Source: an optimization exercise on an open RTL-to-GDS flow (aim: small area). Production flows keep margins and buffers that such runs may drop.
In this exercise RTL edits were held to simulation tests only and were not proved equivalent to the original.
No activity file was given, so power comes from the tool's default toggle rates.

## design/flow/design.v

```verilog
`default_nettype none
package net_pkg;
  typedef struct packed {
    logic [63:0] data;
    logic [7:0]  keep;   
    logic        last;   
  } beat64_t;
  typedef struct packed {
    logic [64*8-1:0] data;
    logic [8*8-1:0]  keep;
    logic                     last;
  } word512_t;
  typedef enum logic {
    PAD_PASS,
    PAD_FILL
  } pad_state_t;
  typedef enum logic [1:0] {
    SEQ_HOLD,
    SEQ_SETTLE,
    SEQ_UP
  } seq_state_t;
endpackage
`default_nettype wire
`timescale 1ns/1ps
`default_nettype none
module net_reset_seq (
  input  wire  sys_reset,
  input  wire  net_clk,
  input  wire  user_rx_reset,
  input  wire  user_tx_reset,
  output logic link_up
);
  localparam int UP = 2 + 2;
  localparam int CNT_W = $clog2(UP + 1);
  localparam logic [CNT_W-1:0] UP_V = UP;
  logic [CNT_W-1:0] cnt_q;
  logic             mac_reset;
  assign mac_reset = user_rx_reset | user_tx_reset;
  assign link_up = (cnt_q == UP_V);
  always_ff @(posedge sys_reset or posedge net_clk) begin
    if (net_clk) begin
      cnt_q <= '0;
    end else if (mac_reset) begin
      cnt_q <= '0;
    end else if (!link_up) begin
      cnt_q <= cnt_q + 1'b1;
    end
  end
endmodule
`default_nettype wire
`timescale 1ns/1ps
`default_nettype none
module tx_width_down (
  input  wire                    sys_reset,
  input  wire                    net_clk,
  input  wire net_pkg::word512_t in_word,
  input  wire                    in_valid,
  output logic                   in_ready,
  input  wire  [7:0]             out_mask_n,  
  output logic [63:0]            out_data,    
  output logic                   out_final,   
  output logic [2:0]             out_code,    
  output logic                   out_last,    
  output logic                   out_valid,
  input  wire                    out_ready
);
  logic [63:0]       data_q [8];
  logic              part_q;
  logic [2:0]        last_lane;
  logic              last_q;
  logic [2:0]        lane_q;
  logic              ready_en;
  logic              load;
  logic [2:0]        in_last_lane;
  logic [7:0]        in_tail_keep;
  logic [2:0]        in_code;
  logic [7:0]        lane_sel;
  always_comb begin
    in_last_lane = '0;
    for (int i = 1; i < 8; i++) begin
      if (in_word.keep[8*i]) in_last_lane = i[2:0];
    end
  end
  always_comb begin
    in_tail_keep = '0;
    for (int i = 0; i < 8; i++) begin
      if (in_last_lane == i[2:0]) in_tail_keep = in_word.keep[8*i +: 8];
    end
  end
  always_comb begin
    in_code = '0;
    for (int i = 1; i < 8; i++) begin
      if (in_tail_keep[i]) in_code = i[2:0];
    end
  end
  assign last_lane = part_q ? data_q[7][61:59] : 3'd7;
  assign out_final = (lane_q == last_lane);
  assign out_code = part_q ? data_q[7][58:56] : 3'd7;
  assign out_last = last_q;
  always_comb begin
    for (int i = 0; i < 8; i++) lane_sel[i] = (lane_q == i[2:0]);
  end
  for (genvar b = 0; b < 64; b++) begin : g_out
    logic [7:0] col;
    for (genvar i = 0; i < 8; i++) begin : g_col
      assign col[i] = data_q[i][b];
    end
    ns_sel8m u_sel (.d(col), .s(lane_sel), .mn(out_mask_n[b/8]), .y(out_data[b]));
  end
  assign in_ready = ready_en & (~out_valid | (out_ready & out_final));
  assign load = in_valid & in_ready;
  always_ff @(posedge sys_reset or posedge net_clk) begin
    if (net_clk) begin
      ready_en <= 1'b0;
      out_valid <= 1'b0;
      lane_q <= '0;
    end else begin
      ready_en <= 1'b1;
      if (load) begin
        out_valid <= 1'b1;
        lane_q <= '0;
      end else if (out_valid && out_ready) begin
        if (out_final) out_valid <= 1'b0;
        else lane_q <= lane_q + 1'b1;
      end
    end
  end
  always_ff @(posedge sys_reset) begin
    if (load) begin
      for (int i = 0; i < 8; i++) data_q[i] <= in_word.data[64*i +: 64];
      if (!in_word.keep[63]) data_q[7][61:56] <= {in_last_lane, in_code};
      part_q <= ~in_word.keep[63];
      last_q <= in_word.last;
    end
  end
endmodule
`default_nettype wire
`timescale 1ns/1ps
`default_nettype none
module tx_frame_pad (
  input  wire                   sys_reset,
  input  wire                   net_clk,
  input  wire                   link_up,
  output logic [7:0]            in_mask_n,   
  input  wire                   in_final,
  input  wire [2:0]             in_code,
  input  wire                   in_last,
  input  wire                   in_valid,
  output logic                  in_ready,
  output logic [7:0]            mac_keep,    
  output logic                  mac_last,
  output logic                  mac_valid,
  input  wire                   mac_ready
);
  logic       fill_q;      
  logic [3:0] beats_q;     
  logic       beat_last;   
  logic       at7;         
  logic       short_last;  
  logic       pad;
  logic [7:0] in_keep;
  logic [7:0] byte_en;
  assign beat_last = in_last & in_final;
  assign at7 = (beats_q == 4'd7);
  assign short_last = beat_last & ~beats_q[3] & (~at7 | ~in_code[2] & ~(in_code[1] & in_code[0]));
  assign pad = fill_q | short_last;
  always_comb begin
    for (int i = 0; i < 8; i++) in_keep[i] = ~in_final | (in_code >= i[2:0]);
  end
  assign byte_en = in_keep & {8{~fill_q}};
  assign in_mask_n = ~byte_en;
  assign mac_keep = pad ? (at7 ? 8'h0F : 8'hFF) : in_keep;
  assign mac_last = pad ? at7 : beat_last;
  assign mac_valid = link_up & (fill_q | in_valid);
  assign in_ready = link_up & ~fill_q & mac_ready;
  always_ff @(posedge sys_reset or posedge net_clk) begin
    if (net_clk) begin
      fill_q <= 1'b0;
      beats_q <= '0;
    end else if (mac_valid && mac_ready) begin
      if (mac_last) begin
        fill_q <= 1'b0;
        beats_q <= '0;
      end else begin
        if (short_last) fill_q <= 1'b1;
        if (!beats_q[3]) beats_q <= beats_q + 1'b1;
      end
    end
  end
endmodule
`default_nettype wire
`timescale 1ns/1ps
`default_nettype none
module rx_beat_fifo (
  input  wire                   sys_reset,
  input  wire                   net_clk,
  input  wire                   link_up,
  input  wire net_pkg::beat64_t in_beat,
  input  wire                   in_valid,
  output logic [63:0]           out_data,
  output logic [2:0]            out_code,
  output logic                  out_last,
  output logic                  out_valid,
  input  wire                   out_ready,
  output logic                  overflow
);
  localparam int DEPTH = 16;
  localparam int PTR_W = $clog2(DEPTH);
  logic [63:0]    data_mem [DEPTH];
  logic [1:0]     meta_mem [DEPTH];   
  logic [PTR_W:0] wr_ptr;   
  logic [PTR_W:0] rd_ptr;
  logic           empty;
  logic           full;
  logic           arrive;
  logic           wr_en;
  logic           rd_en;
  logic [2:0]     in_code;
  logic [DEPTH-1:0] rd_sel;
  logic [DEPTH-1:0] wr_sel;
  logic [1:0]     meta;
  logic           in_part;
  logic [63:0]    in_data;
  logic [63:0]    rd_data;
  assign empty = (wr_ptr == rd_ptr);
  assign full = (wr_ptr[PTR_W] != rd_ptr[PTR_W]) &&
                (wr_ptr[PTR_W-1:0] == rd_ptr[PTR_W-1:0]);
  assign arrive = in_valid & link_up;   
  assign wr_en = arrive & ~full;
  assign rd_en = out_valid & out_ready;
  always_comb begin
    in_code = '0;
    for (int i = 1; i < 8; i++) begin
      if (in_beat.keep[i]) in_code = i[2:0];
    end
  end
  assign in_part = ~in_beat.keep[7];
  always_comb begin
    in_data = in_beat.data;
    if (in_part) in_data[58:56] = in_code;
  end
  always_comb begin
    for (int i = 0; i < DEPTH; i++) begin
      rd_sel[i] = (rd_ptr[PTR_W-1:0] == i[PTR_W-1:0]);
      wr_sel[i] = wr_en & (wr_ptr[PTR_W-1:0] == i[PTR_W-1:0]);
    end
  end
  for (genvar b = 0; b < 66; b++) begin : g_rd
    logic [DEPTH-1:0] col;
    for (genvar i = 0; i < DEPTH; i++) begin : g_col
      if (b < 64) begin : g_d
        assign col[i] = data_mem[i][b];
      end else begin : g_m
        assign col[i] = meta_mem[i][b-64];
      end
    end
    if (b < 64) begin : g_od
      ns_sel16 u_sel (.d(col), .s(rd_sel), .y(rd_data[b]));
    end else begin : g_om
      ns_sel16 u_sel (.d(col), .s(rd_sel), .y(meta[b-64]));
    end
  end
  assign out_valid = ~empty;
  assign out_data = rd_data;
  assign out_last = meta[1];
  assign out_code = meta[0] ? rd_data[58:56] : 3'd7;
  always_ff @(posedge sys_reset or posedge net_clk) begin
    if (net_clk) begin
      wr_ptr <= '0;
      rd_ptr <= '0;
      overflow <= 1'b0;
    end else begin
      if (wr_en) wr_ptr <= wr_ptr + 1'b1;
      if (rd_en) rd_ptr <= rd_ptr + 1'b1;
      if (arrive && full) overflow <= 1'b1;   
    end
  end
  always_ff @(posedge sys_reset) begin
    for (int i = 0; i < DEPTH; i++) begin
      if (wr_sel[i]) begin
        data_mem[i] <= in_data;
        meta_mem[i] <= {in_beat.last, in_part};
      end
    end
  end
endmodule
`default_nettype wire
`timescale 1ns/1ps
`default_nettype none
module rx_width_up (
  input  wire                   sys_reset,
  input  wire                   net_clk,
  input  wire [63:0]            in_data,
  input  wire [2:0]             in_code,
  input  wire                   in_last,
  input  wire                   in_valid,
  output logic                  in_ready,
  output net_pkg::word512_t     out_word,
  output logic                  out_valid,
  input  wire                   out_ready
);
  logic [63:0] data_q [8];
  logic [2:0]  code_q;
  logic        last_q;
  logic [2:0]  lane_q;    
  logic        accept;
  logic        closing;
  assign in_ready = ~out_valid;   
  assign accept = in_valid & in_ready;
  assign closing = in_last | (lane_q == 3'd7);
  always_comb begin
    for (int k = 0; k < 8; k++) begin
      out_word.data[64*k +: 64] = data_q[k];
      for (int j = 0; j < 8; j++) begin
        out_word.keep[8*k + j] = (lane_q > k[2:0]) | ((lane_q == k[2:0]) & (code_q >= j[2:0]));
      end
    end
    out_word.last = last_q;
  end
  always_ff @(posedge sys_reset or posedge net_clk) begin
    if (net_clk) begin
      lane_q <= '0;
      out_valid <= 1'b0;
    end else if (accept) begin
      if (closing) out_valid <= 1'b1;
      else lane_q <= lane_q + 1'b1;
    end else if (out_valid && out_ready) begin
      out_valid <= 1'b0;
      lane_q <= '0;
    end
  end
  always_ff @(posedge sys_reset) begin
    if (accept) begin
      for (int k = 0; k < 8; k++) begin
        if (lane_q == k[2:0]) data_q[k] <= in_data;
      end
      code_q <= in_code;
      last_q <= in_last;
    end
  end
endmodule
`default_nettype wire
`timescale 1ns/1ps
`default_nettype none
module net_stack_top (
  input  wire               sys_reset,
  input  wire               net_clk,
  input  wire               user_rx_reset,
  input  wire               user_tx_reset,
  output logic              network_init_done,
  output logic              rx_overflow,
  input  wire net_pkg::word512_t tx_word,
  input  wire               tx_valid,
  output logic              tx_ready,
  output net_pkg::word512_t rx_word,
  output logic              rx_valid,
  input  wire               rx_ready,
  output net_pkg::beat64_t  mac_tx_beat,
  output logic              mac_tx_valid,
  input  wire               mac_tx_ready,
  input  wire net_pkg::beat64_t mac_rx_beat,
  input  wire               mac_rx_valid
);
  logic [63:0] tx_mid_data;   
  logic [7:0]  tx_mid_mask_n;
  logic        tx_mid_final;
  logic [2:0]  tx_mid_code;
  logic        tx_mid_last;
  logic        tx_mid_valid;
  logic        tx_mid_ready;
  logic [63:0] rx_mid_data;   
  logic [2:0]  rx_mid_code;
  logic        rx_mid_last;
  logic        rx_mid_valid;
  logic        rx_mid_ready;
  net_reset_seq i_reset_seq (
    .sys_reset     (sys_reset),
    .net_clk       (net_clk),
    .user_rx_reset (user_rx_reset),
    .user_tx_reset (user_tx_reset),
    .link_up       (network_init_done)
  );
  tx_width_down i_tx_width_down (
    .sys_reset (sys_reset),
    .net_clk   (net_clk),
    .in_word   (tx_word),
    .in_valid  (tx_valid),
    .in_ready  (tx_ready),
    .out_mask_n(tx_mid_mask_n),
    .out_data  (tx_mid_data),
    .out_final (tx_mid_final),
    .out_code  (tx_mid_code),
    .out_last  (tx_mid_last),
    .out_valid (tx_mid_valid),
    .out_ready (tx_mid_ready)
  );
  assign mac_tx_beat.data = tx_mid_data;   
  tx_frame_pad i_tx_frame_pad (
    .sys_reset (sys_reset),
    .net_clk   (net_clk),
    .link_up   (network_init_done),
    .in_mask_n (tx_mid_mask_n),
    .in_final  (tx_mid_final),
    .in_code   (tx_mid_code),
    .in_last   (tx_mid_last),
    .in_valid  (tx_mid_valid),
    .in_ready  (tx_mid_ready),
    .mac_keep  (mac_tx_beat.keep),
    .mac_last  (mac_tx_beat.last),
    .mac_valid (mac_tx_valid),
    .mac_ready (mac_tx_ready)
  );
  rx_beat_fifo i_rx_beat_fifo (
    .sys_reset (sys_reset),
    .net_clk   (net_clk),
    .link_up   (network_init_done),
    .in_beat   (mac_rx_beat),
    .in_valid  (mac_rx_valid),
    .out_data  (rx_mid_data),
    .out_code  (rx_mid_code),
    .out_last  (rx_mid_last),
    .out_valid (rx_mid_valid),
    .out_ready (rx_mid_ready),
    .overflow  (rx_overflow)
  );
  rx_width_up i_rx_width_up (
    .sys_reset (sys_reset),
    .net_clk   (net_clk),
    .in_data   (rx_mid_data),
    .in_code   (rx_mid_code),
    .in_last   (rx_mid_last),
    .in_valid  (rx_mid_valid),
    .in_ready  (rx_mid_ready),
    .out_word  (rx_word),
    .out_valid (rx_valid),
    .out_ready (rx_ready)
  );
endmodule
`default_nettype wire
`default_nettype none
module ns_aoi222 (
  input  wire a0, b0, a1, b1, a2, b2,
  output wire y
);
  assign y = ~((a0 & b0) | (a1 & b1) | (a2 & b2));
endmodule
module ns_fin16 (
  input  wire [4:0] x,
  input  wire       d, s,
  output wire       y
);
  assign y = ~(&x & ~(d & s));
endmodule
module ns_fin8m (
  input  wire x0, x1, d6, s6, d7, s7, mn,
  output wire y
);
  assign y = ~((x0 & x1 & ~((d6 & s6) | (d7 & s7))) | mn);
endmodule
module ns_sel16 (
  input  wire [15:0] d,
  input  wire [15:0] s,
  output wire        y
);
  wire [4:0] x;
  ns_aoi222 u_x0 (.a0(d[0]),  .b0(s[0]),  .a1(d[1]),  .b1(s[1]),  .a2(d[2]),  .b2(s[2]),  .y(x[0]));
  ns_aoi222 u_x1 (.a0(d[3]),  .b0(s[3]),  .a1(d[4]),  .b1(s[4]),  .a2(d[5]),  .b2(s[5]),  .y(x[1]));
  ns_aoi222 u_x2 (.a0(d[6]),  .b0(s[6]),  .a1(d[7]),  .b1(s[7]),  .a2(d[8]),  .b2(s[8]),  .y(x[2]));
  ns_aoi222 u_x3 (.a0(d[9]),  .b0(s[9]),  .a1(d[10]), .b1(s[10]), .a2(d[11]), .b2(s[11]), .y(x[3]));
  ns_aoi222 u_x4 (.a0(d[12]), .b0(s[12]), .a1(d[13]), .b1(s[13]), .a2(d[14]), .b2(s[14]), .y(x[4]));
  ns_fin16  u_y  (.x(x), .d(d[15]), .s(s[15]), .y(y));
endmodule
module ns_sel8m (
  input  wire [7:0] d,
  input  wire [7:0] s,
  input  wire       mn,
  output wire       y
);
  wire [1:0] x;
  ns_aoi222 u_x0 (.a0(d[0]), .b0(s[0]), .a1(d[1]), .b1(s[1]), .a2(d[2]), .b2(s[2]), .y(x[0]));
  ns_aoi222 u_x1 (.a0(d[3]), .b0(s[3]), .a1(d[4]), .b1(s[4]), .a2(d[5]), .b2(s[5]), .y(x[1]));
  ns_fin8m  u_y  (.x0(x[0]), .x1(x[1]), .d6(d[6]), .s6(s[6]), .d7(d[7]), .s7(s[7]), .mn(mn), .y(y));
endmodule
`default_nettype wire
```

## design/flow/flow/run.sh

```bash
#!/bin/bash
# The standard layout (standard.sh: the standard flow's own ORFS run, its synthesis
# unchanged) with two changes:
#  - the buffers put on the ports are sky130_fd_sc_hd__buf_1, the smallest
#    buffer, rather than the cell buffer_ports picks by itself;
#  - clock tree synthesis clusters up to 15 flip-flops within 60 um on each
#    clkbuf_8 leaf buffer and inserts no dummy loads.
# make's full output goes to standard.log; ORFS keeps each step's own log
# under orfs/logs/.
set -euo pipefail
cd "$(dirname "$0")/.."
export BUFFER_PORTS_ARGS="-buffer_cell sky130_fd_sc_hd__buf_1"
export CTS_ARGS="-sink_clustering_enable -repair_clock_nets -dont_use_dummy_load -buf_list sky130_fd_sc_hd__clkbuf_8 -sink_clustering_size 15 -sink_clustering_max_diameter 60"
bash standard.sh > standard.log 2>&1
```

## design/flow/standard.sh

```bash
#!/bin/bash
# synth_recipe.tcl (not shown) runs the flow's synth.tcl, then flattens the netlist and writes it again
# the make line also repeats each setting of config.mk as NAME=value (left out here)
make -C /OpenROAD-flow-scripts/flow DESIGN_CONFIG=/design/flow/config.mk WORK_HOME=/design/flow/orfs CLKGATE_MAP_FILE= SYNTH_SCRIPT=/design/flow/synth_recipe.tcl "${@:-finish}"
```

## design/flow/config.mk

```make
export PLATFORM = sky130hd
export DESIGN_NAME = net_stack_top
export DESIGN_NICKNAME = net_stack_top
export VERILOG_FILES = /design/flow/design.v
export SDC_FILE = /design/flow/constraint.sdc
export NUM_CORES = 4
export LEC_CHECK = 0
export CAP_MARGIN = 20
export CORE_MARGIN = 2
export CORE_UTILIZATION = 55
export SLEW_MARGIN = 20
export SYNTH_HIERARCHICAL = 1
export SYNTH_MINIMUM_KEEP_SIZE = 0
```

## design/flow/constraint.sdc

```tcl
create_clock -name core_clock -period 12.0 [get_ports {sys_reset}]
set_input_delay 2.4000 -clock core_clock [delete_from_list [all_inputs] [get_ports {sys_reset}]]
set_output_delay 2.4000 -clock core_clock [all_outputs]
set_load 0.01 [all_outputs]
```

==> results.toml <==
[status]
status = "timing/DRC/antenna clean"

[cells_and_area]
layout.nets = 5597
area_delta_synth_final_pct = 14.1
postLayoutCellArea_sq_mm = 0.0834
drive_above_1_share_pct = 7.06
final_util_pct = 63.3

[floorplanning]
die_y_um = 368
dieArea_sq_mm = 0.136
die_w_um = 368
start_util_pct = 55.5
rows = 133
io_pins = 1313
core_area_sq_mm = 0.132

[synthesis]
synth_top_area_cell = "edfxtp_1"
synth.net_count = 4059
yosysTopAreaCellShare_pct = 85.7
synth_async_sr_flop_share_pct = 1.32
synth-seq-cells = 2114
synthFlopType = "edfxtp_1"
yosys_warnings = 15
synth.avg_cell_area_sq_um = 21.6
ys_top_cells_by_area = "edfxtp_1, a222oi_1, dfrtp_1"
synth_cells = 3379
synth_edf_count = 2086
seq_area_frac_synth_pct = 86.7
synth.distinct_cells = 89
syn_area_sq_mm = 0.0731

[timing]
period_needed_ns = 6.59
tightest_slew_ns = 1.36
fmax_ghz = 0.152
finalMaxSlewViolations = 0
setup_viol = 0
slew_headroom_pct = 9.57
setup_tns_ns = 0
rsz0062_at_grt = "no"
finalCritPeriodShare_pct = 55.0
skew_ns = 0.0569
hold_viol = 0

[detailed_routing]
vias = 44600
drt-initial-drc-count = 8543
drt_wl_total_um = 251000
wire_per_inst_um = 37.2
route.detailed.drc = 0
final_antenna_net_count = 0
routed_via_density = 6.61
dr.pass1.iters = 11

[hold_path]
hp-class = "flip-flop to flip-flop"

[job]
max_cap_violations = 0

[power_and_ir_drop]
p_per_area_mw_per_mm2 = 199
p_int_uw = 11400
p_comb_share_pct = 22.4
leakage_uw = 0.0252
p_seq_share_pct = 57.2
ir_drop_uv = 131
p_sw_share_pct = 31.0
p_switching_uw = 5140
clkPwrFrac_pct = 20.4

[setup_path]
slowest_stage = "dfrtp_1"
crit_path_max_fanout = 37
required_ns = 9.60
worstSetupEndpointType = "output port"
path_cells = "ha_4 -> buf_4 -> a22oi_1 -> a31oi_1 -> buf_1"
max_stage_delay_ns = 0.71
critical_path_class = "flip-flop to output port"
worstSetupStartpointType = "flip-flop"
crit_family = "compound AO/OA/AOI/OAI gates"
crit_arrival_ns = 4.19
critPathBufInv = 2

[clock_tree]
cts.sinks = 2114
cts-root-buf = "clkbuf_8"
worstSkewPairLatency_ns = 0.92
clockBufferDepth = 3
cts_made_buffers = 164
cts-resized-gates = 0
postCtsHoldBufs = 0
path_clk_slew_ns = 0.09
cts_max_level = 4
cts_tree = "built"
post_cts_buffers = 0

[placement]
place_area_sq_mm = 0.0808
hpwlAfterDp_um = 169000
place_congestion = 0.990
port_buffers = 1308

[global_route]
first_global_vias = 40500
grt_max_degree = 172
grtUsageTotal_pct = 36.1
grt_pass1_wl_um = 332000
antenna_found_initial = 117
grt_overflow = 0
==> kinds of logic after synthesis <==
group           after synthesis  synth area share (%)
compound gates              733                  8.88
xor+xnor                     15                 0.200
fa+ha+maj                    22                 0.377
buf+inv                      66                 0.452
flops                      2114                  86.7
mux                          17                 0.301
other cells                   3                0.0154
simple gates                409                  3.08
==> synthesized netlist by cell type, types with 22 or more instances <==
library cell,number
a22oi_1,66
and3_1,78
nand4_1,68
a222oi_1,458
a21oi_1,45
edfxtp_1,2086
ha_1,22
a31oi_1,67
nand2_1,106
inv_1,36
dfrtp_1,28
nor2_1,46
==> cells in the final DEF, fill, tap and decap left out, types with 5 or more instances in the layout <==
cell type,n
a211oi_1,5
a21o_1,10
a21oi_1,45
a221oi_1,5
a222oi_1,458
a22oi_1,66
a31oi_1,67
and2_2,15
and3_1,69
and3_2,5
and3_4,5
buf_1,1308
buf_4,85
buf_6,5
clkbuf_8,164
dfrtp_1,28
diode_2,71
edfxtp_1,2086
ha_1,20
inv_1,36
mux2i_1,7
nand2_1,106
nand2b_1,17
nand3_1,10
nand4_1,68
nor2_1,34
nor2_4,12
nor2b_1,15
nor3_1,7
nor4_2,6
o211ai_1,7
o21ai_0,15
o21ai_1,6
o31ai_1,7
or2_2,8
xnor2_1,11
==> per-stage QoR <==
step	setup WS, ns	std cells	hold slack, ns	total power (uW)
2_1_floorplan	0.816	3379	0.500	11400
3_3_place_gp	5.51	6495	0.458	13300
3_5_place_dp	5.47	6495	0.469	13300
4_1_cts	5.46	6659	0.489	16600
5_1_grt	5.25	6712	0.518	17100
6_report	5.41	6741	0.497	16600
==> routing by layer <==
| layer | up-vias | global-route usage (%) | routed length, um |
|---|---|---|---|
| met3 | 461 | 13.0 | 35900 |
| met2 | 3449 | 52.2 | 111000 |
| met1 | 22600 | 50.4 | 93400 |
| li1 | 18000 | - | - |
| met4 | 34 | 13.9 | 10000 |
| met5 | - | 0 | 218 |
==> flip-flops by register name (all words and copies together) (netlist names), 4 cells and up <==
signal	count
i_rx_beat_fifo.rd_ptr	5
i_rx_width_up.data_q	512
i_tx_frame_pad.beats_q	4
i_tx_width_down.data_q	512
i_rx_beat_fifo.meta_mem	32
i_rx_beat_fifo.wr_ptr	5
i_rx_beat_fifo.data_mem	1024
==> cell type report <==
type / instances / area [sq um]
flip-flops and latches: 2114 / 63300
multi-input cells: 1199 / 9620
inverters: 38 / 143
well taps: 1755 / 2200
fillers: 9626 / 48300
repair buffers: 1400 / 5640
clock buffers: 164 / 2260
diodes: 71 / 178
==> path summary, 6_finish.rpt <==
kind | startpoint | to | slack, ns | cells past startpoint
max in group asynchronous | net_clk | i_rx_beat_fifo.wr_ptr[1] | 9.85 | 2
worst min-delay path | i_rx_beat_fifo.overflow | i_rx_beat_fifo.overflow | 0.50 | 1
min in group asynchronous | net_clk | i_reset_seq.cnt_q[2] | 1.68 | 2
worst max-delay path | i_tx_width_down.lane_q[2] | mac_tx_beat[15] | 5.41 | 5
worst min register to register | i_rx_beat_fifo.overflow | i_rx_beat_fifo.overflow | 0.50 | 1
worst max register to register | i_reset_seq.cnt_q[0] | i_tx_width_down.data_q[6][26] | 7.68 | 10
==> power groups by stage <==
stage	Clock (uW)	Combinational, uW	Sequential [uW]
after floorplan	0	1600	9820
after global placement	0	3640	9640
after detailed placement	0	3660	9650
after CTS	3420	3660	9480
after global routing	3660	3900	9520
final	3380	3710	9480
==> Yosys stat by module (local to each module, per instance), excerpt <==
module | cell area, sq um | flops+latches
rx_beat_fifo | 32800 | 1067
tx_width_down | 16700 | 519
rx_width_up | 16300 | 520
tx_frame_pad | 563 | 5
net_reset_seq | 188 | 3
ns_fin16 | 16.3 | 0
ns_fin8m | 13.8 | 0
ns_aoi222 | 10.0 | 0

==> static timing again, ports no longer ideal <==
No port has a modelled driver above. Below, the same layout with a new extraction and two added sets of constraints.
Step 1 assumes that a clkbuf_16 drives the clock port and a buf_2 every other input.
Step 2, shift: input delay + t, output delay - t, t = (earliest + latest rising clock arrival at the registers) / 2. This alone moves slack from input paths to output paths.
a / b / c = ideal / step 1 / step 2; a / b = the first two.
shift t [ns]: 0.974
setup slack, ns: 5.405 / 5.318 / 5.905
hold WS [ns]: 0.497 / 0.497 / 0.497
clock arrival spread, ns: 0.081 / 0.081
slew at the worst register clock pin (ns): 0.10 / 0.10
After both steps setup and hold are still met in this run. The setup slack of this run moves by -0.087 ns with the drivers and by +0.500 ns with both steps.
